What follows belongs to an exercise in optimizing a design on an open flow for small area, a short achievable clock period and few clock cycles per item; a production flow would make more cautious choices. In this exercise RTL edits were held to simulation tests only and were not proved equivalent to the original.

## aesDecryptTop
module aesDecryptTop (
    input  logic       clock,
    input  logic       arstN,
    input  logic       keyWrite,
    input  logic [7:0] keyAddress,
    input  logic [7:0] keyByte,
    input  logic       inValid,
    input  logic [7:0] inByte,
    output logic       outValid,
    output logic [7:0] outByte,
    output logic       busy
);
Size: ~7600 cells after synthesis, ~98000 µm² of cells after synthesis.
==> flow/config.mk <==
export PLATFORM = sky130hd
export DESIGN_NAME = aesDecryptTop
export DESIGN_NICKNAME = aesDecryptTop
export VERILOG_FILES = /design/flow/design.v
export SDC_FILE = /design/flow/constraint.sdc
export NUM_CORES = 4
export LEC_CHECK = 0
export CAP_MARGIN = 20
export CORE_MARGIN = 2
export CORE_UTILIZATION = 50
export CTS_CLUSTER_DIAMETER = 100
export CTS_CLUSTER_SIZE = 20
export PLACE_DENSITY = 0.65
export SETUP_SLACK_MARGIN = 5
export SLEW_MARGIN = 20
==> flow/constraint.sdc <==
create_clock -name core_clock -period 8.0 [get_ports {clock}]
set_input_delay 1.6000 -clock core_clock [delete_from_list [all_inputs] [get_ports {clock}]]
set_output_delay 1.6000 -clock core_clock [all_outputs]
set_load 0.01 [all_outputs]
standard.sh (not shown) runs the stock make flow with config.mk's settings and CLKGATE_MAP_FILE= SYNTH_SCRIPT=/design/flow/synth_recipe.tcl, a recipe that flattens the netlist after the stock synthesis.
==> flow/flow/run.sh <==
#!/bin/bash
# The standard layout, with Yosys's adder extraction turned off: the s-box and column-mix
# logic is all XOR/AND, and pre-mapped half-adder cells would cut ABC's delay optimisation.
set -euo pipefail
bash standard.sh ADDER_MAP_FILE= finish > standard_flow.log 2>&1
Testbench counts at the start, summed over its fixed seeds: cycles 4,472, blocks 256.
Then changed:
--- a/flow/design.v
+++ b/flow/design.v
@@ -143,17 +143,16 @@
     logic         blockFull;
     logic [3:0]   gapCount;
     logic [127:0] stage0;
     logic [191:0] stage1;
     logic [127:0] stage2;
     logic         valid0, valid1, valid2;
     logic [3:0]   round0, round1, round2;
     logic [numRounds:0] keySel;
-    logic [numRounds:0] keySelN;
     logic [127:0] outShift;
     logic [3:0]   outCount;
     logic accept;
     logic keyAccept;
     logic inFlight;
     logic loopBusy;
     logic enterNow;
     logic finish;
@@ -220,42 +219,41 @@
     always_ff @(posedge clock) begin
         if (keyAccept) begin
             for (int r = 0; r <= numRounds; r++) begin
                 wrRow[r] <= keyAddress[7:4] == 4'(r);
             end
             for (int b = 0; b < blockBytes; b++) begin
                 wrByte[b] <= keyAddress[3:0] == 4'(b);
             end
-            wrData <= (keyAddress[7:4] == 4'(numRounds)) ? towerIn(keyByte) : toTower(keyByte);
+            wrData <= (keyAddress[7:4] == 4'(numRounds)) ? keyByte : toTower(keyByte);
         end
         for (int r = 0; r <= numRounds; r++) begin
             for (int b = 0; b < blockBytes; b++) begin
                 if (wrCommit && wrRow[r] && wrByte[b]) begin
                     keyRow[r][8*b +: 8] <= wrData;
                 end
             end
         end
     end
     always_ff @(posedge clock) begin
         for (int r = 0; r <= numRounds; r++) begin
-            keySel[r]  <= round0 == 4'(r);
-            keySelN[r] <= round0 != 4'(r);
+            keySel[r] <= round0 == 4'(r);
         end
     end
     logic [127:0] roundKey;
     always_comb begin
         roundKey = '0;
         for (int r = 0; r <= numRounds; r++) begin
-            roundKey = roundKey | (keyRow[r] & {{64{!keySelN[r]}}, {64{keySel[r]}}});
+            roundKey = roundKey | (keyRow[r] & {128{keySel[r]}});
         end
     end
     always_ff @(posedge clock) begin
         if (accept) begin
-            inShift <= {towerIn(inByte) ^ 8'h47 ^ keyRow[numRounds][8*inCount +: 8], inShift[127:8]};
+            inShift <= {towerIn(inByte ^ keyRow[numRounds][8*inCount +: 8]), inShift[127:8]};
         end
     end
     logic [127:0] shifted;
     logic [191:0] front;
     logic [127:0] back;
     logic [127:0] nextState;
     always_comb begin
         shifted = invShiftBlock(stage0);
Effect: The new run completed without violations; final area decreases by 0.49%; worst hold slack is better by 0.0063 ns; worst setup slack is worse by 0.034 ns; wire length increases by 2.2%; count of clock-buffer cells in the layout decreases by 8; utilization increases by 0.29 points; die area decreases by 0.91%.
Testbench counts after the change, summed over its fixed seeds: cycles 4,472, blocks 256.

[separate check: timing with driven ports]
No port has a modelled driver above. Below, the same layouts with a new extraction and two added sets of constraints.
Step 1 sets driving cells, clkbuf_16 on the clock port and buf_2 on the other inputs (assumed; they add their load-dependent delay and slew).
Step 2 moves the port delays by t, midway between the first and last clock arrival at a register: inputs arrive t later, outputs are due t later. That takes back most of the time a late clock gives input paths.
Slacks: ideal ports / drivers / drivers and shift; pairs: ideal ports / drivers.
run	shift t [ns]	setup WS [ns]	clock arrival spread, ns	cell pins on the clock port's net
the first run	0.887	5.054 / 4.964 / 4.345	0.049 / 0.049	1
the second run	0.905	5.019 / 4.924 / 4.250	0.053 / 0.053	1
After both steps every run listed still meets setup and hold. The setup slack of the second run, which loses most, moves by -0.095 ns with the drivers and by -0.769 ns with both steps.
